What follows belongs to an exercise in optimizing a design on an open flow for a short achievable clock period and few clock cycles per item; a production flow would make more cautious choices. RTL that was checked went through simulation tests only; none was proved equivalent to the original. Function not checked in run 4: the RTL went through the layout flow alone. No activity file was given, so power comes from the tool's default toggle rates.

### design/flow/design.v
`default_nettype none
package switch_pkg;
	localparam int BYTE_W = 8;
	localparam int NUM_PORTS = 4;
	localparam int PORT_W = $clog2(NUM_PORTS);
	localparam logic [BYTE_W-1:0] DEV_ID_BASE = 8'h40;
	localparam logic [BYTE_W-1:0] NOP_DATA = '0;
	typedef struct packed {
		logic ctl;
		logic [BYTE_W-1:0] data;
	} flit_t;
	typedef logic [NUM_PORTS-1:0] port_sel_t;
	typedef enum logic [2:0] {
		op_none       = 3'b000,
		op_read       = 3'b001,
		op_write      = 3'b010,
		op_read_resp  = 3'b011,
		op_write_resp = 3'b100,
		op_message    = 3'b101
	} noc_op_e;
	typedef enum logic [1:0] {rt_wait_cmd, rt_wait_dest, rt_forward} route_state_e;
	typedef enum logic {fr_idle, fr_store} frame_state_e;
	typedef enum logic {sc_pick, sc_drain} sched_state_e;
	function automatic logic is_cmd(input logic [BYTE_W:0] f);
		is_cmd = f[BYTE_W] && (f[BYTE_W-1:0] != NOP_DATA);
	endfunction
	function automatic logic is_nop(input logic [BYTE_W:0] f);
		is_nop = f[BYTE_W] && (f[BYTE_W-1:0] == NOP_DATA);
	endfunction
endpackage
`default_nettype wire
`timescale 1ns/1ns
`default_nettype none
module flit_fifo #(
	parameter int DEPTH = 17
) (
	input wire logic to,
	input wire logic rst_n,
	input wire logic [switch_pkg::BYTE_W:0] wdata,
	input wire logic wlast,
	input wire logic adv,
	input wire logic rd,
	input wire logic shift_n,
	output logic [switch_pkg::BYTE_W:0] head,
	output logic head_last_pop,
	output logic head_last_hold
);
	logic [DEPTH-1:0][switch_pkg::BYTE_W:0] mem;
	logic [DEPTH-1:0] last;
	logic [DEPTH:0] occ;
	logic [DEPTH:0] occ_q;
	assign occ = occ_q ^ (DEPTH+1)'(1);
	assign head = mem[0];
	assign head_last_pop = occ[1] ? wlast : last[1];
	assign head_last_hold = occ[0] ? wlast : last[0];
	always_ff @(posedge to) begin
		for (int i = 0; i < DEPTH; i++) begin
			if (!shift_n) begin
				if (i == DEPTH-1 || occ[(i+1)%(DEPTH+1)]) begin
					mem[i] <= wdata;
					last[i] <= wlast;
				end else begin
					mem[i] <= mem[(i+1)%DEPTH];
					last[i] <= last[(i+1)%DEPTH];
				end
			end else if (occ[i]) begin
				mem[i] <= wdata;
				last[i] <= wlast;
			end
		end
	end
	always_ff @(posedge to or negedge rst_n) begin
		if (!rst_n) begin
			occ_q <= '0;
		end else begin
			if (adv && !rd) occ_q <= {occ[DEPTH-1:0], 1'b0} ^ (DEPTH+1)'(1);
			else if (!adv && rd) occ_q <= {1'b0, occ[DEPTH:1]} ^ (DEPTH+1)'(1);
		end
	end
endmodule
`default_nettype wire
`timescale 1ns/1ns
`default_nettype none
module resp_queue #(
	parameter int FIFO_DEPTH = 17,
	parameter int PKT_DEPTH = 9
) (
	input wire logic to,
	input wire logic rst_n,
	input wire logic dev_rx_ctl,
	input wire logic [switch_pkg::BYTE_W-1:0] dev_rx_data,
	input wire logic rd,
	input wire logic start,
	output logic [switch_pkg::BYTE_W:0] head,
	input wire logic shift_n,
	output logic head_last_pop,
	output logic head_last_hold,
	output logic pkt_avail,
	output logic pkt_is_read
);
	logic in_pkt;
	logic rx_ctl_n;
	logic [switch_pkg::BYTE_W-1:0] rx_data;
	logic [switch_pkg::BYTE_W:0] rx_flit;
	logic rx_cmd;
	logic rx_nop;
	logic rx_nop_n;
	logic rx_read;
	logic acc;
	logic push;
	logic [PKT_DEPTH-1:0] pv;
	logic [PKT_DEPTH-1:0] pc;
	logic [PKT_DEPTH-1:0] sv;
	logic [PKT_DEPTH-1:0] sc;
	logic [PKT_DEPTH-1:0] wj;
	logic [PKT_DEPTH-1:0] v0;
	logic [PKT_DEPTH-1:0] c0;
	logic [PKT_DEPTH-1:0] v1;
	logic [PKT_DEPTH-1:0] c1;
	always_ff @(posedge to or negedge rst_n) begin
		if (!rst_n) begin
			rx_ctl_n <= 1'b0;
			rx_data <= switch_pkg::NOP_DATA;
			rx_cmd <= 1'b0;
			rx_nop_n <= 1'b0;
			rx_read <= 1'b0;
		end else begin
			rx_ctl_n <= !dev_rx_ctl;
			rx_data <= dev_rx_data;
			rx_cmd <= switch_pkg::is_cmd({dev_rx_ctl, dev_rx_data});
			rx_nop_n <= !switch_pkg::is_nop({dev_rx_ctl, dev_rx_data});
			rx_read <= (dev_rx_data[2:0] == switch_pkg::op_read_resp);
		end
	end
	assign rx_flit = {!rx_ctl_n, rx_data};
	assign rx_nop = !rx_nop_n;
	assign acc = in_pkt || rx_cmd;
	assign push = !in_pkt && rx_cmd;
	always_ff @(posedge to or negedge rst_n) begin
		if (!rst_n) begin
			in_pkt <= 1'b0;
		end else if (in_pkt) begin
			if (rx_nop) in_pkt <= 1'b0;
		end else if (rx_cmd) begin
			in_pkt <= 1'b1;
		end
	end
	flit_fifo #(
		.DEPTH (FIFO_DEPTH)
	) i_flit_fifo (
		.to         (to),
		.rst_n      (rst_n),
		.wdata      (rx_flit),
		.wlast      (rx_nop),
		.adv        (acc),
		.rd         (rd),
		.head       (head),
		.shift_n    (shift_n),
		.head_last_pop  (head_last_pop),
		.head_last_hold (head_last_hold)
	);
	always_comb begin
		for (int j = 0; j < PKT_DEPTH; j++) begin
			v0[j] = pv[j] || (push && !pv[j] && ((j == 0) ? 1'b1 : pv[(j+PKT_DEPTH-1)%PKT_DEPTH]));
			c0[j] = (push && !pv[j] && ((j == 0) ? 1'b1 : pv[(j+PKT_DEPTH-1)%PKT_DEPTH])) ? rx_read : pc[j];
			sv[j] = (j == PKT_DEPTH-1) ? 1'b0 : pv[(j+1)%PKT_DEPTH];
			sc[j] = (j == PKT_DEPTH-1) ? 1'b0 : pc[(j+1)%PKT_DEPTH];
		end
		for (int j = 0; j < PKT_DEPTH; j++) begin
			wj[j] = push && !sv[j] && ((j == 0) ? 1'b1 : sv[(j+PKT_DEPTH-1)%PKT_DEPTH]);
			v1[j] = sv[j] || wj[j];
			c1[j] = wj[j] ? rx_read : sc[j];
		end
	end
	always_ff @(posedge to or negedge rst_n) begin
		if (!rst_n) begin
			pv <= '0;
			pc <= '0;
		end else begin
			pv <= start ? v1 : v0;
			pc <= start ? c1 : c0;
		end
	end
	assign pkt_avail = pv[0];
	assign pkt_is_read = pc[0];
endmodule
`default_nettype wire
`timescale 1ns/1ns
`default_nettype none
module rr_arbiter (
	input wire switch_pkg::port_sel_t req,
	input wire switch_pkg::port_sel_t ptr,
	output switch_pkg::port_sel_t grant
);
	for (genvar i = 0; i < 4; i++) begin : g_port
		assign grant[i] = req[i] && (
			ptr[i] ||
			(ptr[(i+3)%4] && !req[(i+3)%4]) ||
			(ptr[(i+2)%4] && !req[(i+2)%4] && !req[(i+3)%4]) ||
			(ptr[(i+1)%4] && !req[(i+1)%4] && !req[(i+2)%4] && !req[(i+3)%4]));
	end
endmodule
`default_nettype wire
`timescale 1ns/1ns
`default_nettype none
module resp_scheduler (
	input wire logic to,
	input wire logic rst_n,
	input wire switch_pkg::port_sel_t pkt_avail,
	input wire switch_pkg::port_sel_t pkt_is_read,
	input wire logic [switch_pkg::NUM_PORTS-1:0][switch_pkg::BYTE_W:0] head,
	input wire switch_pkg::port_sel_t head_last_pop,
	input wire switch_pkg::port_sel_t head_last_hold,
	output switch_pkg::port_sel_t shift_n,
	output switch_pkg::port_sel_t rd,
	output switch_pkg::port_sel_t start,
	output logic noc_from_dev_ctl,
	output logic [switch_pkg::BYTE_W-1:0] noc_from_dev_data
);
	localparam int NP = switch_pkg::NUM_PORTS;
	switch_pkg::port_sel_t sel;
	switch_pkg::port_sel_t sel_nxt;
	logic busy;
	switch_pkg::port_sel_t nx;
	logic nx_read;
	switch_pkg::port_sel_t ptr_hi;
	switch_pkg::port_sel_t ptr_lo;
	switch_pkg::port_sel_t ptr_hi_q;
	switch_pkg::port_sel_t ptr_lo_q;
	logic fin_n;
	switch_pkg::port_sel_t req_hi;
	switch_pkg::port_sel_t req_lo;
	switch_pkg::port_sel_t grant_hi;
	switch_pkg::port_sel_t grant_lo;
	switch_pkg::port_sel_t pick;
	logic any_hi;
	logic fin;
	logic fin_nxt;
	logic [switch_pkg::BYTE_W:0] cur;
	logic out_ctl_n;
	assign req_hi = pkt_avail & pkt_is_read;
	assign req_lo = pkt_avail & ~pkt_is_read;
	assign any_hi = |req_hi;
	rr_arbiter i_arb_hi (
		.req   (req_hi),
		.ptr   (ptr_hi),
		.grant (grant_hi)
	);
	rr_arbiter i_arb_lo (
		.req   (req_lo),
		.ptr   (ptr_lo),
		.grant (grant_lo)
	);
	assign pick = any_hi ? grant_hi : grant_lo;
	always_comb begin
		cur = '0;
		for (int k = 0; k < NP; k++) begin
			cur = cur | (head[k] & {(switch_pkg::BYTE_W+1){sel[k]}});
		end
	end
	assign ptr_hi = ptr_hi_q ^ switch_pkg::port_sel_t'(1);
	assign ptr_lo = ptr_lo_q ^ switch_pkg::port_sel_t'(1);
	assign fin = !fin_n;
	assign fin_nxt = fin ? (!(|nx) || (|(nx & ((sel & head_last_pop) | (~sel & head_last_hold))))) : (|(sel & head_last_pop));
	assign rd = sel;
	assign sel_nxt = fin ? nx : sel;
	assign start = fin ? nx : '0;
	always_ff @(posedge to or negedge rst_n) begin
		if (!rst_n) begin
			sel <= '0;
			busy <= 1'b0;
			shift_n <= '1;
			fin_n <= 1'b0;
			nx <= '0;
			nx_read <= 1'b0;
			ptr_hi_q <= '0;
			ptr_lo_q <= '0;
			out_ctl_n <= 1'b0;
			noc_from_dev_data <= switch_pkg::NOP_DATA;
		end else begin
			nx <= pick;
			nx_read <= any_hi;
			sel <= sel_nxt;
			busy <= |sel_nxt;
			shift_n <= ~sel_nxt;
			fin_n <= !fin_nxt;
			if (fin && (|nx)) begin
				if (nx_read) ptr_hi_q <= {nx[NP-2:0], nx[NP-1]} ^ switch_pkg::port_sel_t'(1);
				else ptr_lo_q <= {nx[NP-2:0], nx[NP-1]} ^ switch_pkg::port_sel_t'(1);
			end
			out_ctl_n <= busy && !cur[switch_pkg::BYTE_W];
			noc_from_dev_data <= cur[switch_pkg::BYTE_W-1:0];
		end
	end
	assign noc_from_dev_ctl = !out_ctl_n;
endmodule
`default_nettype wire
`timescale 1ns/1ns
`default_nettype none
module dest_router (
	input wire logic to,
	input wire logic rst_n,
	input wire logic noc_to_dev_ctl,
	input wire logic [switch_pkg::BYTE_W-1:0] noc_to_dev_data,
	output logic [switch_pkg::NUM_PORTS-1:0] dev_tx_ctl,
	output logic [switch_pkg::NUM_PORTS-1:0][switch_pkg::BYTE_W-1:0] dev_tx_data
);
	logic st_cmd;
	logic st_cmd_n;
	logic st_dest;
	logic st_fwd;
	switch_pkg::port_sel_t sel;
	switch_pkg::port_sel_t sel_nxt;
	switch_pkg::port_sel_t dest_dec;
	logic [switch_pkg::BYTE_W:0] in_flit;
	logic [switch_pkg::BYTE_W:0] dly1;
	logic in_cmd;
	logic in_nop;
	logic take_dest;
	logic clear;
	switch_pkg::port_sel_t tx_ctl_n;
	assign in_flit = {noc_to_dev_ctl, noc_to_dev_data};
	assign st_cmd = !st_cmd_n;
	assign in_cmd = switch_pkg::is_cmd(in_flit);
	assign in_nop = switch_pkg::is_nop(in_flit);
	always_comb begin
		for (int k = 0; k < switch_pkg::NUM_PORTS; k++) begin
			dest_dec[k] = (noc_to_dev_data == switch_pkg::DEV_ID_BASE + switch_pkg::BYTE_W'(k));
		end
	end
	assign take_dest = st_dest && !noc_to_dev_ctl;
	assign clear = !st_dest && in_cmd;
	assign sel_nxt = take_dest ? dest_dec : (clear ? '0 : sel);
	always_ff @(posedge to or negedge rst_n) begin
		if (!rst_n) begin
			st_cmd_n <= 1'b0;
			st_dest <= 1'b0;
			st_fwd <= 1'b0;
			sel <= '0;
		end else begin
			st_cmd_n <= !((st_cmd && !in_cmd) || ((st_dest || st_fwd) && in_nop));
			st_dest <= (st_dest && noc_to_dev_ctl && !in_nop) || clear;
			st_fwd <= take_dest || (st_fwd && !noc_to_dev_ctl);
			sel <= sel_nxt;
		end
	end
	always_ff @(posedge to) begin
		dly1 <= in_flit;
	end
	always_ff @(posedge to or negedge rst_n) begin
		if (!rst_n) begin
			tx_ctl_n <= '0;
			dev_tx_data <= '0;
		end else begin
			for (int k = 0; k < switch_pkg::NUM_PORTS; k++) begin
				if (take_dest) begin
					tx_ctl_n[k] <= dest_dec[k] && !dly1[switch_pkg::BYTE_W];
					dev_tx_data[k] <= dest_dec[k] ? dly1[switch_pkg::BYTE_W-1:0] : switch_pkg::NOP_DATA;
				end else if (clear) begin
					tx_ctl_n[k] <= 1'b0;
					dev_tx_data[k] <= switch_pkg::NOP_DATA;
				end else begin
					tx_ctl_n[k] <= sel[k] && !dly1[switch_pkg::BYTE_W];
					dev_tx_data[k] <= sel[k] ? dly1[switch_pkg::BYTE_W-1:0] : switch_pkg::NOP_DATA;
				end
			end
		end
	end
	assign dev_tx_ctl = ~tx_ctl_n;
endmodule
`default_nettype wire
`timescale 1ns/1ns
`default_nettype none
module switch_top #(
	parameter int FIFO_DEPTH = 17
) (
	input wire logic to,
	input wire logic rst_n,
	input wire logic noc_to_dev_ctl,
	input wire logic [switch_pkg::BYTE_W-1:0] noc_to_dev_data,
	output logic [switch_pkg::NUM_PORTS-1:0] dev_tx_ctl,
	output logic [switch_pkg::NUM_PORTS-1:0][switch_pkg::BYTE_W-1:0] dev_tx_data,
	input wire logic [switch_pkg::NUM_PORTS-1:0] dev_rx_ctl,
	input wire logic [switch_pkg::NUM_PORTS-1:0][switch_pkg::BYTE_W-1:0] dev_rx_data,
	output logic noc_from_dev_ctl,
	output logic [switch_pkg::BYTE_W-1:0] noc_from_dev_data
);
	localparam int NP = switch_pkg::NUM_PORTS;
	switch_pkg::port_sel_t pkt_avail;
	switch_pkg::port_sel_t pkt_is_read;
	switch_pkg::port_sel_t rd;
	switch_pkg::port_sel_t start;
	logic [NP-1:0][switch_pkg::BYTE_W:0] head;
	switch_pkg::port_sel_t head_last_pop;
	switch_pkg::port_sel_t head_last_hold;
	switch_pkg::port_sel_t shift_n;
	dest_router i_dest_router (
		.to              (to),
		.rst_n           (rst_n),
		.noc_to_dev_ctl  (noc_to_dev_ctl),
		.noc_to_dev_data (noc_to_dev_data),
		.dev_tx_ctl      (dev_tx_ctl),
		.dev_tx_data     (dev_tx_data)
	);
	for (genvar k = 0; k < NP; k++) begin : g_queue
		resp_queue #(
			.FIFO_DEPTH (FIFO_DEPTH)
		) i_resp_queue (
			.to          (to),
			.rst_n       (rst_n),
			.dev_rx_ctl  (dev_rx_ctl[k]),
			.dev_rx_data (dev_rx_data[k]),
			.rd          (rd[k]),
			.start       (start[k]),
			.head        (head[k]),
			.shift_n     (shift_n[k]),
			.head_last_pop  (head_last_pop[k]),
			.head_last_hold (head_last_hold[k]),
			.pkt_avail   (pkt_avail[k]),
			.pkt_is_read (pkt_is_read[k])
		);
	end
	resp_scheduler i_resp_scheduler (
		.to                (to),
		.rst_n             (rst_n),
		.pkt_avail         (pkt_avail),
		.pkt_is_read       (pkt_is_read),
		.head              (head),
		.head_last_pop     (head_last_pop),
		.head_last_hold    (head_last_hold),
		.shift_n           (shift_n),
		.rd                (rd),
		.start             (start),
		.noc_from_dev_ctl  (noc_from_dev_ctl),
		.noc_from_dev_data (noc_from_dev_data)
	);
endmodule
`default_nettype wire
### design/flow/flow/run.sh
#!/bin/bash
# standard layout with plain buffers on the ports (buffer_ports would pick delay cells,
# which the later repairs leave alone)
set -euo pipefail
here=$(pwd)
res=$here/orfs/results/$FLOW_PLATFORM/switch_top/base
export BUFFER_PORTS_ARGS="-buffer_cell sky130_fd_sc_hd__buf_4"
bash standard.sh place > std_place.log 2>&1
RES=$res openroad -no_init -exit flow/fix_ports.tcl > fix_ports.log 2>&1
bash standard.sh finish > std_finish.log 2>&1
### design/flow/flow/fix_ports.tcl
# any port buffer still a delay cell gets a plain buffer of the same function
read_db $::env(RES)/3_place.odb
set db [ord::get_db]
set block [ord::get_db_block]
set buf [$db findMaster sky130_fd_sc_hd__buf_4]
set n 0
foreach inst [$block getInsts] {
  set m [[$inst getMaster] getName]
  if {[string match "sky130_fd_sc_hd__clkdlybuf4s*" $m] && ([string match "input*" [$inst getName]] || [string match "output*" [$inst getName]])} {
    $inst swapMaster $buf
    incr n
  }
}
puts "swapped $n port buffers"
detailed_placement
check_placement -verbose
write_db $::env(RES)/3_place.odb
### design/flow/standard.sh
#!/bin/bash
# synth_recipe.tcl (not shown) runs the flow's synth.tcl, then flattens the netlist and writes it again
# the make line also repeats each setting of config.mk as NAME=value (left out here)
make -C /OpenROAD-flow-scripts/flow DESIGN_CONFIG=/design/flow/config.mk WORK_HOME=/design/flow/orfs CLKGATE_MAP_FILE= SYNTH_SCRIPT=/design/flow/synth_recipe.tcl "${@:-finish}"
### design/flow/config.mk
export PLATFORM = sky130hd
export DESIGN_NAME = switch_top
export DESIGN_NICKNAME = switch_top
export VERILOG_FILES = /design/flow/design.v
export SDC_FILE = /design/flow/constraint.sdc
export NUM_CORES = 4
export LEC_CHECK = 0
export ABC_CLOCK_PERIOD_IN_PS = 2000
export CAP_MARGIN = 20
export CORE_MARGIN = 2
export CORE_UTILIZATION = 60
export SETUP_SLACK_MARGIN = 2.4
export SLEW_MARGIN = 20
export TNS_END_PERCENT = 100
### design/flow/constraint.sdc
create_clock -name core_clock -period 4.5 [get_ports {to}]
set_input_delay 0.9000 -clock core_clock [delete_from_list [all_inputs] [get_ports {to}]]
set_output_delay 0.9000 -clock core_clock [all_outputs]
set_load 0.01 [all_outputs]
==> results of run 1 <==
## layer usage
metal / global-route usage, % / up-vias / part of all wire (%)
li1: - / 12200 / -
met1: 31.9 / 12300 / 48
met2: 38.6 / 353 / 47
met3: 3.12 / 121 / 3.0
met4: 6.35 / 0 / 2.0
met5: 0 / - / 0
## registers in the layout (all words and copies together), names as in the netlist, 4 cells and up
name	cells
i_dest_router.tx_ctl_n	4
g_queue.i_resp_queue.rx_cmd	4
i_resp_scheduler.shift_n	4
g_queue.i_resp_queue.i_flit_fifo.last	68
g_queue.i_resp_queue.rx_data	32
g_queue.i_resp_queue.rx_nop_n	4
g_queue.i_resp_queue.rx_read	4
g_queue.i_resp_queue.in_pkt	4
i_resp_scheduler.nx	4
g_queue.i_resp_queue.i_flit_fifo.mem	612
g_queue.i_resp_queue.rx_ctl_n	4
i_resp_scheduler.sel	4
i_resp_scheduler.noc_from_dev_data	8
i_resp_scheduler.ptr_lo_q	4
g_queue.i_resp_queue.pv	36
g_queue.i_resp_queue.i_flit_fifo.occ_q	72
i_dest_router.sel	4
g_queue.i_resp_queue.pc	36
i_resp_scheduler.ptr_hi_q	4
i_dest_router.dev_tx_data	32
i_dest_router.dly1	9
## worst reg2reg max path: stages, from the launching register on
cell and delay (ps):
dfstp_4 810, buf_8 390, nor2_2 200, mux2_2 340
## cell type report
class,instances,area share [%]
antenna,2,0.0112
multi-input combinational,2164,40.1
sequential,958,46.9
tap,873,2.45
clock inverter,31,0.814
inverter,72,0.637
clock buffer,154,6.82
timing repair buffer,115,2.27
## cells in the mapped netlist (6+ instances only)
cell type / n
a211oi_1: 41
a21boi_0: 6
a21oi_1: 75
a222oi_1: 30
a22oi_1: 19
and2_1: 16
and2_2: 8
and2b_1: 10
buf_1: 67
buf_2: 41
clkbuf_1: 233
dfrtp_1: 265
dfxtp_1: 653
edfxtp_1: 36
inv_1: 69
mux2_2: 108
mux2i_1: 1185
nand2_1: 161
nand2b_1: 10
nand3_1: 12
nor2_1: 146
nor2b_1: 13
nor3_1: 39
nor3b_1: 35
nor4_1: 8
o21a_1: 25
o21ai_0: 172
## through the flow
| stage | setup slack, ps | instances | hold WS, ps | total power [W] | util (%) |
|---|---|---|---|---|---|
| 2_1_floorplan | 2220 | 3535 | 410 | 0.0237 | - |
| 5_1_grt | 2380 | 4367 | 317 | 0.0369 | 66.7 |
| 6_report | 2420 | 4369 | 242 | 0.0347 | 66.7 |
| 3_5_place_dp | 1720 | 4175 | 440 | 0.0264 | 61.3 |
| 4_1_cts | 2190 | 4361 | 290 | 0.0349 | 66.5 |
| 3_3_place_gp | 1790 | 4175 | 439 | 0.0257 | 61.3 |
## logic make-up (layout without fill, tap and decap cells)
group | count (synthesis) | count (layout) | share of synthesized area [%]
buf+inv | 413 | 372 | 3.98
simple gates | 472 | 472 | 5.46
mux | 1294 | 1294 | 32.5
compound gates | 394 | 394 | 6.15
flops | 958 | 958 | 51.8
fa+ha+maj | 4 | 4 | 0.124
other cells | 0 | 2 | 0
## repair_timing
| action | 4_1_cts | 5_1_grt |
|---|---|---|
| pin swaps | 0 | 1 |
| setup endpoints to repair | 316 | 135 |
| resized for setup | 29 | 17 |
| hold buffers | 0 | 0 |
| endpoints found under the hold margin | 0 | 0 |
| buffers inserted | 1 | 6 |
## power breakdown
group	switching [W]	internal, W	leakage, nW
clock	0.00324	0.00509	1.68
sequential	0.00271	0.0124	9.28
combinational	0.00558	0.00563	8.47
total	0.0115	0.0231	19.4
## final timing paths
check | depth (start not counted) | slack [ps] | end | start
max in group asynchronous | 2 | 2990 | g_queue[2].i_resp_queue.i_flit_fifo.occ_q[3] | rst_n
min reg2reg | 2 | 450 | g_queue[1].i_resp_queue.i_flit_fifo.last[16] | g_queue[1].i_resp_queue.i_flit_fifo.last[16]
min | 1 | 240 | g_queue[0].i_resp_queue.rx_data[7] | rst_n
max | 2 | 2420 | noc_from_dev_ctl | i_resp_scheduler.out_ctl_n
max reg2reg | 3 | 2510 | g_queue[1].i_resp_queue.i_flit_fifo.mem[4] | i_resp_scheduler.shift_n[1]
min in group core_clock | 1 | 380 | g_queue[1].i_resp_queue.rx_data[3] | dev_rx_data[11]
==> impl_metrics.tcl, run 1 <==
set metrics [dict create \
    synth_area_um2 40300 \
    vias 25000 \
    worst-path-buf-inv 2 \
    final_common_cell "mux2i_1" \
    yosysTopAreaCellShare_pct 32.4 \
    slew_violations 0 \
    final_hold_viol_count 0 \
    static-leakage-power_nw 19.4 \
    worst_slew_pin_slew_ps 991 \
    path_max_fanout 1 \
    yosys_warnings 4 \
    async_reset_ff_share_pct 28.1 \
    final_cell_mix "1185 x mux2i_1, 653 x dfxtp_1, 265 x dfrtp_1" \
    insertion_delay_ps 640 \
    startpoint_type "flip-flop" \
    cts-root-buf "clkbuf_16" \
    io_pins 92 \
    synthCells 3535 \
    ir_worst_vdd_uv 525 \
    port_buffers 91 \
    layout-drive-gt1-share_pct 12.2 \
    cp_data_arrival_time_ps 1180 \
    final_nets 3460 \
    cp_slowest_cell "dfrtp_1" \
    required_ps 3600 \
    gr-total-overflow 0 \
    finalInstanceArea_um2 44600 \
    critical_path_class "flip-flop to output port" \
    grtUsageTotal_pct 23.2 \
    num_rows 95 \
    path_clk_slew_ps 60 \
    fmax_mhz 481 \
    die_x_um 263 \
    multi_input_comb_area_um2 17900 \
    drt-pass1-iter-count 10 \
    synth_seq_cells 958 \
    drc 0 \
    dpl.hpwl_um 51700 \
    drtAntennaViolNets 0 \
    synthTopCellsByArea "dfxtp_1 32%, mux2i_1 29%, dfrtp_1 16%, mux2_2 3.0%, edfxtp_1 2.7%" \
    drt_wl_total_um 80800 \
    placed_area_um2 40900 \
    clockBufferDepth 3 \
    seq_area_um2 20900 \
    slowest_delay_ps 370 \
    cts_tree "yes" \
    routedWlPerCell_um 18.5 \
    postSynthAreaPerCell_um2 11.4 \
    avgViaCountPerCell 5.73 \
    cts.sinks 958 \
    first_iter_violations 1589 \
    crit_path_end_kind "output port" \
    yosys.area.top_type "dfxtp_1" \
    finalSetupViolCount 0 \
    grt_pass1_wl_um 133000 \
    fill_cells 5073 \
    slew_headroom_pct 34.0 \
    setup_tns_ps 0 \
    period_share_pct 46.2 \
    rsz0062_at_grt "true" \
    htree_levels 3 \
    seq_area_frac_synth_pct 51.8 \
    initial_core_util_pct 60.4 \
    antenna_found_initial 1 \
    outcome "complete, no violations" \
    ys_types 53 \
    min_path_type "primary input to asynchronous set/reset pin" \
    core_area_um2 66800 \
    dieArea_um2 69300 \
    maxCapViolCount 0 \
    critPathTopFamily "flip-flops" \
    powerDensity_nw_per_um2 777 \
    cts_buffers 98 \
    min_period_ps 2080 \
    area_growth_pct 10.6 \
    grt_start_max_net_pins 129 \
    first_global_vias 25300 \
    die_h_um 263 \
    syn_nets 3586 \
    fin_skew_ps 18.5 \
    crit_chain "inv_2, buf_6" \
    synth_edf_count 36 \
    place_congestion 0.773 \
    synthFlopType "dfxtp_1" \
]
Testbench counts, summed over its fixed seeds: cycles 7,595, items 1,536.
==> run 2, diff against run 1 <==
--- a/design/flow/config.mk
+++ b/design/flow/config.mk
@@ -8,7 +8,7 @@
 export ABC_CLOCK_PERIOD_IN_PS = 2000
 export CAP_MARGIN = 20
 export CORE_MARGIN = 2
-export CORE_UTILIZATION = 60
+export CORE_UTILIZATION = 70
 export SETUP_SLACK_MARGIN = 2.4
 export SLEW_MARGIN = 20
 export TNS_END_PERCENT = 100
==> impl_metrics.tcl, run 2 <==
set metrics [dict create \
    outcome "complete, no violations" \
    drc 0 \
    final_cell_mix "1185 x mux2i_1, 653 x dfxtp_1, 264 x dfrtp_1" \
    ir_worst_vdd_uv 472 \
    async_reset_ff_share_pct 28.1 \
    synth-xor-area-share_pct 0 \
    cp_slowest_cell "dfrtp_1" \
    cts.sinks 958 \
    ys_types 53 \
    yosys_warnings 4 \
    synth_area_um2 40300 \
    min_path_type "primary input to asynchronous set/reset pin" \
    largest_register "g_queue.i_resp_queue.i_flit_fifo.mem" \
    min_period_ps 2130 \
    avgViaCountPerCell 6.01 \
    worst_slew_pin_slew_ps 951 \
    pre_cts_slack_ps 1870 \
    cts-root-buf "clkbuf_16" \
    initial_core_util_pct 71.1 \
    drt_wl_total_um 80500 \
    p_seq_share_pct 44.4 \
    core_area_um2 56700 \
    grt_start_max_net_pins 97 \
    yosysTopAreaCellShare_pct 32.4 \
    io_pins 92 \
    synth.most_common_cell "mux2i_1" \
    first_global_vias 25700 \
    postSynthAreaPerCell_um2 11.4 \
    cp_data_arrival_time_ps 1230 \
    combPwrFrac_pct 33.0 \
    synthAdderAreaFrac_pct 0.124 \
    port_buffers 91 \
    required_ps 3600 \
    muxShareOfSynthArea_pct 32.5 \
    seq_area_frac_synth_pct 51.8 \
    synthCells 3535 \
    p_total_w 0.0342 \
    hold_buffers 0 \
    maxCapViolCount 0 \
    static-leakage-power_nw 19.3 \
    final_hold_viol_count 0 \
    crit_chain "inv_2, buf_6" \
    drt-pass1-iter-count 9 \
    setup_tns_ps 0 \
    fin_skew_ps 17.3 \
    worst-path-buf-inv 2 \
    slew_violations 0 \
    synthSimpleGateAreaFrac_pct 5.46 \
    routedWlPerCell_um 19.0 \
    regToRegStartpoint "g_queue[2].i_resp_queue.rx_nop_n" \
    slowest_delay_ps 430 \
    num_rows 87 \
    power.clock.fraction_pct 22.6 \
    grt_pass1_wl_um 132000 \
    area_growth_pct 9.64 \
    clockBufferDepth 3 \
    largest_reg_flops 612 \
    powerDensity_nw_per_um2 774 \
    synthFlopType "dfxtp_1" \
    p_sw_w 0.0116 \
    yosys.area.top_type "dfxtp_1" \
    place_congestion 0.803 \
    first_iter_violations 1481 \
    synthTopCellsByArea "dfxtp_1 32%, mux2i_1 29%, dfrtp_1 16%, mux2_2 3.0%, edfxtp_1 2.7%" \
    htree_levels 3 \
    layout-drive-gt1-share_pct 11.7 \
    startpoint "i_resp_scheduler.out_ctl_n" \
    slew_headroom_pct 36.0 \
    die_x_um 244 \
    cp.depth 2 \
    top_regs "g_queue.i_resp_queue.i_flit_fifo.mem: 612 flops, g_queue.i_resp_queue.i_flit_fifo.occ_q: 72 flops, g_queue.i_resp_queue.i_flit_fifo.last: 68 flops" \
    setup_slack_ps 2370 \
    synth_top_family_by_area "multiplexers" \
    dpl.hpwl_um 50800 \
    startpoint_type "flip-flop" \
    finalSetupViolCount 0 \
    critical_path_class "flip-flop to output port" \
    gr-total-overflow 0 \
    fmax_mhz 469 \
    final_common_cell "mux2i_1" \
    period_share_pct 47.4 \
    crit_path_end_kind "output port" \
    rsz0062_at_grt "true" \
    switching_share_pct 33.8 \
    crit_end "noc_from_dev_ctl" \
    reg2reg_to "i_resp_scheduler.fin_n" \
    syn_nets 3586 \
    path_max_fanout 1 \
    insertion_delay_ps 630 \
    die_h_um 244 \
    final_nets 3455 \
    power.internal_w 0.0227 \
    dieArea_um2 59500 \
    regToRegSetupSlack_ps 2500 \
    synth-compound-area-share_pct 6.15 \
    synth_edf_count 36 \
    antenna_found_initial 0 \
    grtUsageTotal_pct 26.9 \
    antenna_cells 0 \
    cts_buffers 92 \
    fin_util_pct 77.9 \
    path_clk_slew_ps 60 \
    synth_seq_cells 958 \
    vias 25500 \
    critPathTopFamily "flip-flops" \
    cts_tree "yes" \
    synth_common_cells "1185 x mux2i_1, 653 x dfxtp_1, 265 x dfrtp_1" \
    drtAntennaViolNets 0 \
    r2r_cells 5 \
]
==> run 2: through the flow <==
stage | area, um^2 | std cells | hold slack (ps)
2_1_floorplan | 40300 | 3535 | 410
4_1_cts | 44000 | 4230 | 271
6_report | 44200 | 4237 | 277
3_5_place_dp | 40800 | 4056 | 435
5_1_grt | 44200 | 4237 | 300
3_3_place_gp | 40800 | 4056 | 430
==> run 2: repair_timing <==
item | CTS | global route
gates cloned | 0 | 1
endpoints found under the setup margin | 422 | 69
gates resized for setup | 30 | 21
buffers inserted | 3 | 6
==> run 2: cells by family after synthesis <==
group | Yosys count
AO/OA/AOI/OAI | 394
adder cells (fa/ha/maj) | 4
buffers and inverters | 413
flip-flops | 958
multiplexers | 1294
AND/OR/NAND/NOR | 472
==> run 2: worst min-delay path by stage <==
stage	start	endpoint	slack (ps)	cells past startpoint
floorplan	i_dest_router.dly1[8]	i_dest_router.tx_ctl_n[2]	410	1
global placement	g_queue[2].i_resp_queue.i_flit_fifo.last[16]	g_queue[2].i_resp_queue.i_flit_fifo.last[16]	430	2
detailed placement	g_queue[1].i_resp_queue.i_flit_fifo.last[16]	g_queue[1].i_resp_queue.i_flit_fifo.last[16]	440	2
CTS	rst_n	g_queue[0].i_resp_queue.rx_data[0]	270	1
global route	rst_n	g_queue[0].i_resp_queue.rx_data[3]	300	1
finish	rst_n	g_queue[0].i_resp_queue.rx_data[1]	280	1
==> run 2: area by class of cell <==
cell class,count,area [um^2]
sequential,958,20900
multi-input combinational,2164,17900
fill,3593,12500
clock buffer,144,2790
timing repair buffer,116,1110
tap,756,946
clock inverter,27,290
inverter,72,284
==> run 2: worst reg2reg max path, delay by kind of cell, from the launching register on <==
kind,cells,cell delay (ps)
buffers and inverters,1,310
flip-flops,1,580
multiplexers,1,420
AO/OA/AOI/OAI,3,620
==> run 2: routing by layer <==
layer	GRT usage (%)	part of all wire (%)
met4	8.12	2.5
met3	4.47	4.0
met1	36.0	45
met5	0	0
met2	45.0	49
==> run 2: power by group through the flow <==
stage | clock (W) | sequential (W) | combinational (W)
2_1_floorplan | 0 | 0.0134 | 0.0104
3_3_place_gp | 0 | 0.0152 | 0.0102
3_5_place_dp | 0 | 0.0154 | 0.0109
4_1_cts | 0.00787 | 0.0152 | 0.0112
5_1_grt | 0.00821 | 0.0156 | 0.0125
6_report | 0.00774 | 0.0152 | 0.0113
==> run 3, diff against run 2 <==
--- a/design/flow/config.mk
+++ b/design/flow/config.mk
@@ -8,7 +8,7 @@
 export ABC_CLOCK_PERIOD_IN_PS = 2000
 export CAP_MARGIN = 20
 export CORE_MARGIN = 2
-export CORE_UTILIZATION = 70
+export CORE_UTILIZATION = 40
 export SETUP_SLACK_MARGIN = 2.4
 export SLEW_MARGIN = 20
 export TNS_END_PERCENT = 100
==> impl_metrics.tcl, run 3 <==
set metrics [dict create \
    outcome "complete, no violations" \
    avgViaCountPerCell 5.12 \
    largest_reg_flops 612 \
    cts-root-buf "clkbuf_16" \
    period_share_pct 46.1 \
    insertion_delay_ps 660 \
    fin_skew_ps 24.7 \
    antenna_found_initial 2 \
    top_regs "g_queue.i_resp_queue.i_flit_fifo.mem: 612 flops, g_queue.i_resp_queue.i_flit_fifo.occ_q: 72 flops, g_queue.i_resp_queue.i_flit_fifo.last: 68 flops" \
    die_x_um 321 \
    slew_headroom_pct 38.4 \
    required_ps 3600 \
    drt_wl_total_um 79700 \
    first_global_vias 24100 \
    fmax_mhz 482 \
    initial_core_util_pct 40.3 \
    min_period_ps 2080 \
    yosysTopAreaCellShare_pct 32.4 \
    cts_buffers 102 \
    final_nets 3467 \
    yosys.area.top_type "dfxtp_1" \
    clockBufferDepth 3 \
    core_area_um2 100000 \
    finalSetupViolCount 0 \
    vias 24600 \
    slew_violations 0 \
    crit_chain "inv_2, buf_6" \
    drtAntennaViolNets 0 \
    synth_common_cells "1185 x mux2i_1, 653 x dfxtp_1, 265 x dfrtp_1" \
    powerDensity_nw_per_um2 763 \
    yosys_warnings 4 \
    final_common_cell "mux2i_1" \
    cts_tree "yes" \
    path_max_fanout 1 \
    path_clk_slew_ps 60 \
    seq_area_frac_synth_pct 51.8 \
    largest_register "g_queue.i_resp_queue.i_flit_fifo.mem" \
    die_h_um 321 \
    syn_nets 3586 \
    cts.sinks 958 \
    io_pins 92 \
    grt_start_max_net_pins 106 \
    fin_util_pct 45.4 \
    antenna_cells 0 \
    synthFlopType "dfxtp_1" \
    cp_slowest_cell "dfrtp_1" \
    setup_tns_ps 0 \
    final_hold_viol_count 0 \
    layout-drive-gt1-share_pct 12.6 \
    postSynthAreaPerCell_um2 11.4 \
    synth.most_common_cell "mux2i_1" \
    critical_path_class "flip-flop to output port" \
    rsz0062_at_grt "true" \
    crit_path_end_kind "output port" \
    synth_edf_count 36 \
    drt-pass1-iter-count 7 \
    synthTopCellsByArea "dfxtp_1 32%, mux2i_1 29%, dfrtp_1 16%, mux2_2 3.0%, edfxtp_1 2.7%" \
    worst_slew_pin_slew_ps 924 \
    grtUsageTotal_pct 15.4 \
    static-leakage-power_nw 19.5 \
    ys_types 53 \
    area_growth_pct 12.5 \
    place_congestion 0.759 \
    ir_worst_vdd_uv 350 \
    async_reset_ff_share_pct 28.1 \
    port_buffers 91 \
    whs_ps 180 \
    grt_pass1_wl_um 132000 \
    synthCells 3535 \
    synth_seq_cells 958 \
    dieArea_um2 103000 \
    synth_area_um2 40300 \
    maxCapViolCount 0 \
    slowest_delay_ps 370 \
    gr-total-overflow 0 \
    drc 0 \
    min_path_type "primary input to asynchronous set/reset pin" \
    num_rows 116 \
    final_cell_mix "1185 x mux2i_1, 653 x dfxtp_1, 264 x dfrtp_1" \
    htree_levels 3 \
    routedWlPerCell_um 16.6 \
    dpl.hpwl_um 50000 \
    first_iter_violations 1357 \
    startpoint_type "flip-flop" \
    cp_data_arrival_time_ps 1180 \
]
==> run 3: cells by family (layout without fill, tap and decap cells) <==
logic type | after synthesis | after routing | share of synthesized area [%]
muxes | 1294 | 1294 | 32.5
adders and majority gates | 4 | 4 | 0.124
DFF | 958 | 958 | 51.8
buffers and inverters | 413 | 381 | 3.98
and+or+nand+nor | 472 | 472 | 5.46
AOI/OAI and AO/OA | 394 | 394 | 6.15
==> run 3: per-stage QoR <==
step                setup WS (ps)  std cells  power (W)  cell area [um^2]
floorplan                    2220       3535     0.0237             40300
global placement             1760       4601     0.0258             41500
detailed placement           1740       4601     0.0262             41500
CTS                          2370       4796     0.0350             45200
global route                 2360       4801     0.0371             45400
finish                       2420       4801     0.0346             45400
==> run 3: worst paths after layout <==
check | from | to | slack, ps | cells past startpoint
min | rst_n | g_queue[2].i_resp_queue.i_flit_fifo.occ_q[13] | 180 | 1
max in group asynchronous | rst_n | g_queue[0].i_resp_queue.rx_read | 3290 | 2
max reg2reg | i_resp_scheduler.shift_n[0] | g_queue[0].i_resp_queue.i_flit_fifo.mem[124] | 2500 | 4
max | i_dest_router.tx_ctl_n[3] | dev_tx_ctl[3] | 2420 | 2
min reg2reg | g_queue[3].i_resp_queue.i_flit_fifo.last[16] | g_queue[3].i_resp_queue.i_flit_fifo.last[16] | 450 | 2
min in group core_clock | dev_rx_data[3] | g_queue[0].i_resp_queue.rx_data[3] | 360 | 1
==> run 3: timing repair <==
item / in CTS / in global routing
hold buffers: 0 / 0
cloned: 1 / 0
pin swaps: 1 / 0
setup endpoints to repair: 334 / 65
setup buffers: 3 / 5
gates resized for setup: 55 / 19
==> run 3: final cells by class <==
type                            instances  area, um^2
Fill cell                            9119       54600
Sequential cell                       958       20900
Multi-Input combinational cell       2164       17900
Clock buffer                          166        3210
Tap cell                             1298        1620
Timing Repair Buffer                  118        1180
Inverter                               72         293
Clock inverter                         25         262
==> run 3: metal layers <==
metal | part of all wire, % | routed length [um] | up-vias | GRT usage, %
li1 | - | - | 12300 | -
met1 | 49 | 39200 | 11900 | 21.4
met2 | 45 | 36100 | 276 | 24.6
met3 | 3.6 | 2900 | 114 | 2.57
met4 | 2.0 | 1590 | 0 | 4.49
met5 | 0 | 0 | - | 0
==> run 3: where the power goes <==
group,switching [W],internal (W),total [W]
Combinational,0.00532,0.00570,0.0110
Clock,0.00338,0.00509,0.00847
Sequential,0.00272,0.0124,0.0151
==> run 3: worst max-delay path: cells and delay by family (launching register included) <==
kind | cells | cell delay [ps]
flops | 1 | 370
buf+inv | 2 | 150
==> run 4, diff against run 3 <==
--- a/design/flow/design.v
+++ b/design/flow/design.v
@@ -32,7 +32,7 @@
 `timescale 1ns/1ns
 `default_nettype none
 module flit_fifo #(
-	parameter int DEPTH = 17
+	parameter int DEPTH = 16
 ) (
 	input wire logic to,
 	input wire logic rst_n,
@@ -56,14 +56,14 @@
 	always_ff @(posedge to) begin
 		for (int i = 0; i < DEPTH; i++) begin
 			if (!shift_n) begin
-				if (i == DEPTH-1 || occ[(i+1)%(DEPTH+1)]) begin
+				if (i == DEPTH-1 || (adv && occ[(i+1)%(DEPTH+1)])) begin
 					mem[i] <= wdata;
 					last[i] <= wlast;
 				end else begin
 					mem[i] <= mem[(i+1)%DEPTH];
 					last[i] <= last[(i+1)%DEPTH];
 				end
-			end else if (occ[i]) begin
+			end else if (adv && occ[i]) begin
 				mem[i] <= wdata;
 				last[i] <= wlast;
 			end
@@ -82,8 +82,8 @@
 `timescale 1ns/1ns
 `default_nettype none
 module resp_queue #(
-	parameter int FIFO_DEPTH = 17,
-	parameter int PKT_DEPTH = 9
+	parameter int FIFO_DEPTH = 16,
+	parameter int PKT_DEPTH = 8
 ) (
 	input wire logic to,
 	input wire logic rst_n,
@@ -372,7 +372,7 @@
 `timescale 1ns/1ns
 `default_nettype none
 module switch_top #(
-	parameter int FIFO_DEPTH = 17
+	parameter int FIFO_DEPTH = 16
 ) (
 	input wire logic to,
 	input wire logic rst_n,
==> impl_metrics.tcl, run 4 <==
set metrics [dict create \
    first_iter_violations 1304 \
    required_ps 5010 \
    critPathTopFamily "simple AND/OR/NAND/NOR gates" \
    dpl.cell_count 4379 \
    synthAdderAreaFrac_pct 0.133 \
    grt_pass1_wl_um 121000 \
    synth_area_um2 37600 \
    whs_ps 160 \
    worst_slew_pin_slew_ps 1030 \
    die_h_um 311 \
    synthFlopType "dfxtp_1" \
    htree_levels 3 \
    gr-total-overflow 0 \
    synthTopCellsByArea "dfxtp_1 32%, mux2i_1 29%, dfrtp_1 17%, mux2_2 3.4%, edfxtp_1 3.2%" \
    first_global_vias 22600 \
    slew_headroom_pct 31.1 \
    routedWlPerCell_um 15.7 \
    rsz0062_at_grt "true" \
    cts_buffers 97 \
    ir_worst_vdd_uv 551 \
    setup_tns_ps 0 \
    largest_reg_flops 576 \
    postSynthAreaPerCell_um2 11.4 \
    async_reset_ff_share_pct 28.4 \
    path_max_fanout 17 \
    vias 22800 \
    ys_types 50 \
    final_cell_mix "1072 x mux2i_1, 609 x dfxtp_1, 253 x dfrtp_1" \
    critical_path_class "flip-flop to flip-flop" \
    synth-xor-area-share_pct 0 \
    slowest_delay_ps 610 \
    drc 0 \
    drtAntennaViolNets 0 \
    drt-pass1-iter-count 7 \
    static-leakage-power_nw 22.5 \
    syn_nets 3334 \
    avgViaCountPerCell 5.00 \
    synthSimpleGateAreaFrac_pct 5.89 \
    synthCells 3283 \
    area_growth_pct 13.7 \
    top_regs "g_queue.i_resp_queue.i_flit_fifo.mem: 576 flops, g_queue.i_resp_queue.i_flit_fifo.occ_q: 68 flops, g_queue.i_resp_queue.i_flit_fifo.last: 64 flops" \
    yosys.area.top_type "dfxtp_1" \
    die_x_um 311 \
    fin_skew_ps 31.9 \
    slew_violations 0 \
    cts.sinks 906 \
    min_period_ps 2130 \
    synth_seq_cells 906 \
    io_pins 92 \
    grtUsageTotal_pct 14.8 \
    r2r_cells 5 \
    dpl.hpwl_um 46400 \
    core_area_um2 93200 \
    synth.most_common_cell "mux2i_1" \
    period_share_pct 47.4 \
    port_buffers 91 \
    startpoint_type "flip-flop" \
    synth-compound-area-share_pct 5.79 \
    powerDensity_nw_per_um2 748 \
    drt_wl_total_um 71800 \
    synth_common_cells "1072 x mux2i_1, 609 x dfxtp_1, 253 x dfrtp_1" \
    synth_edf_count 40 \
    final_nets 3282 \
    maxCapViolCount 0 \
    fin_cells 4565 \
    hold_buffers 0 \
    antenna_found_initial 2 \
    path_clk_slew_ps 60 \
    path_common_cell "mux2i_1" \
    muxShareOfSynthArea_pct 31.9 \
    seq_area_frac_synth_pct 52.8 \
    fin_util_pct 45.9 \
    insertion_delay_ps 660 \
    synth_top_family_by_area "multiplexers" \
    crit_path_end_kind "flip-flop" \
    min_path_type "primary input to asynchronous set/reset pin" \
    cts_tree "yes" \
    final_common_cell "mux2i_1" \
    layout-drive-gt1-share_pct 14.0 \
    num_rows 112 \
    yosysTopAreaCellShare_pct 32.4 \
    clockBufferDepth 3 \
    place_congestion 0.791 \
    crit_chain "nor2_1, clkinv_2, nand2_1, mux2i_1, mux2i_1" \
    cp_slowest_cell "nand2_1" \
    outcome "complete, no violations" \
    antenna_cells 0 \
    initial_core_util_pct 40.3 \
    finalSetupViolCount 0 \
    cts-root-buf "clkbuf_16" \
    cp.depth 5 \
    fmax_mhz 468 \
    regToRegStartpoint "g_queue[0].i_resp_queue.in_pkt" \
    yosys_warnings 4 \
    final_hold_viol_count 0 \
    startpoint "g_queue[0].i_resp_queue.in_pkt" \
    largest_register "g_queue.i_resp_queue.i_flit_fifo.mem" \
    grt_start_max_net_pins 150 \
    cp_data_arrival_time_ps 2640 \
    worst-path-buf-inv 1 \
    dieArea_um2 96400 \
]
## run 4: cell types whose count changed after synthesis, moves of 25 or more
cell / change
a211oi_1: -31
a21oi_1: +126
buf_1: -59
buf_2: +39
clkbuf_1: -56
dfxtp_1: -44
mux2i_1: -113
nor2_1: +45
nor3_1: -37
o21a_1: -25
o21ai_0: -80
## run 4: where the power goes
part | switching [W] | internal, W | total, W
clock | 0.00321 | 0.00475 | 0.00796
combinational | 0.00546 | 0.00518 | 0.0106
sequential | 0.00159 | 0.0118 | 0.0134
## run 4: logic make-up after synthesis
family / after synthesis
mux: 1185
simple gates: 495
compound gates: 370
buf+inv: 323
flops: 906
fa+ha+maj: 4
## run 4: worst paths after layout
path	slack [ps]	end
worst min register to register	470	i_resp_scheduler.ptr_hi_q[0]
max in group asynchronous	3240	i_resp_scheduler.shift_n[2]
min in group core_clock	360	g_queue[1].i_resp_queue.rx_data[0]
worst max register to register	2370	g_queue[0].i_resp_queue.i_flit_fifo.mem[87]
worst min-delay path	160	i_dest_router.dev_tx_data[22]
worst max-delay path	2370	g_queue[0].i_resp_queue.i_flit_fifo.mem[87]
## run 4: what timing repair did
item / in CTS / in global routing
pin swaps: 0 / 1
gates resized for setup: 50 / 58
endpoints found under the setup margin: 734 / 662
buffers inserted: 1 / 2
cloned: 3 / 0
## run 4: area by class of cell
type	instances	area, um^2
sequential	906	19800
multi-input combinational	2054	16700
clock buffer	149	2960
timing repair buffer	114	1190
clock inverter	30	274
inverter	58	225
fill	8565	50500
tap	1254	1570
## run 4: through the flow
step | instance area, um^2 | power [W] | worst slack (ps)
detailed placement | 39000 | 0.0241 | 1840
global placement | 39000 | 0.0237 | 1950
CTS | 42500 | 0.0323 | 2350
floorplan | 37600 | 0.0219 | 2220
finish | 42700 | 0.0320 | 2370
global route | 42700 | 0.0342 | 2180
## run 4: per-layer routing
layer	part of all wire, %	vias up	GRT usage, %
met3	4.6	106	3.22
met2	45	280	23.3
met5	0	-	0
met1	48	10900	20.4
met4	2.3	0	4.77
li1	-	11500	-

-- port drivers added, routing unchanged --
The flow's constraints put no driver on any port. The routed layouts listed below were extracted and timed again, unchanged, in two steps.
Step 1 sets driving cells, clkbuf_16 on the clock port and buf_2 on the other inputs (assumed; they add their load-dependent delay and slew).
Step 2 adds t to the input delays and takes it off the output delays; t is the mean of the earliest and latest rising clock arrival at the registers after step 1. Input paths then give back, and output paths get back, about the clock's delay inside the block.
a / b / c = ideal / step 1 / step 2; a / b = the first two.
run | t (ns) | setup slack, ns | worst hold slack (ns) | cell pins on the clock port's net
run 1 | 0.693 | 2.419 / 2.355 / 1.943 | 0.242 / 0.229 / 0.449 | 1
run 2 | 0.685 | 2.369 / 2.306 / 1.841 | 0.277 / 0.267 / 0.448 | 1
run 3 | 0.711 | 2.424 / 2.360 / 1.957 | 0.180 / 0.173 / 0.452 | 1
run 4 | 0.708 | 2.365 / 2.339 / 1.940 | 0.160 / 0.144 / 0.474 | 1
After both steps every run listed still meets setup and hold. The setup slack of run 2, which loses most, moves by -0.063 ns with the drivers and by -0.528 ns with both steps.
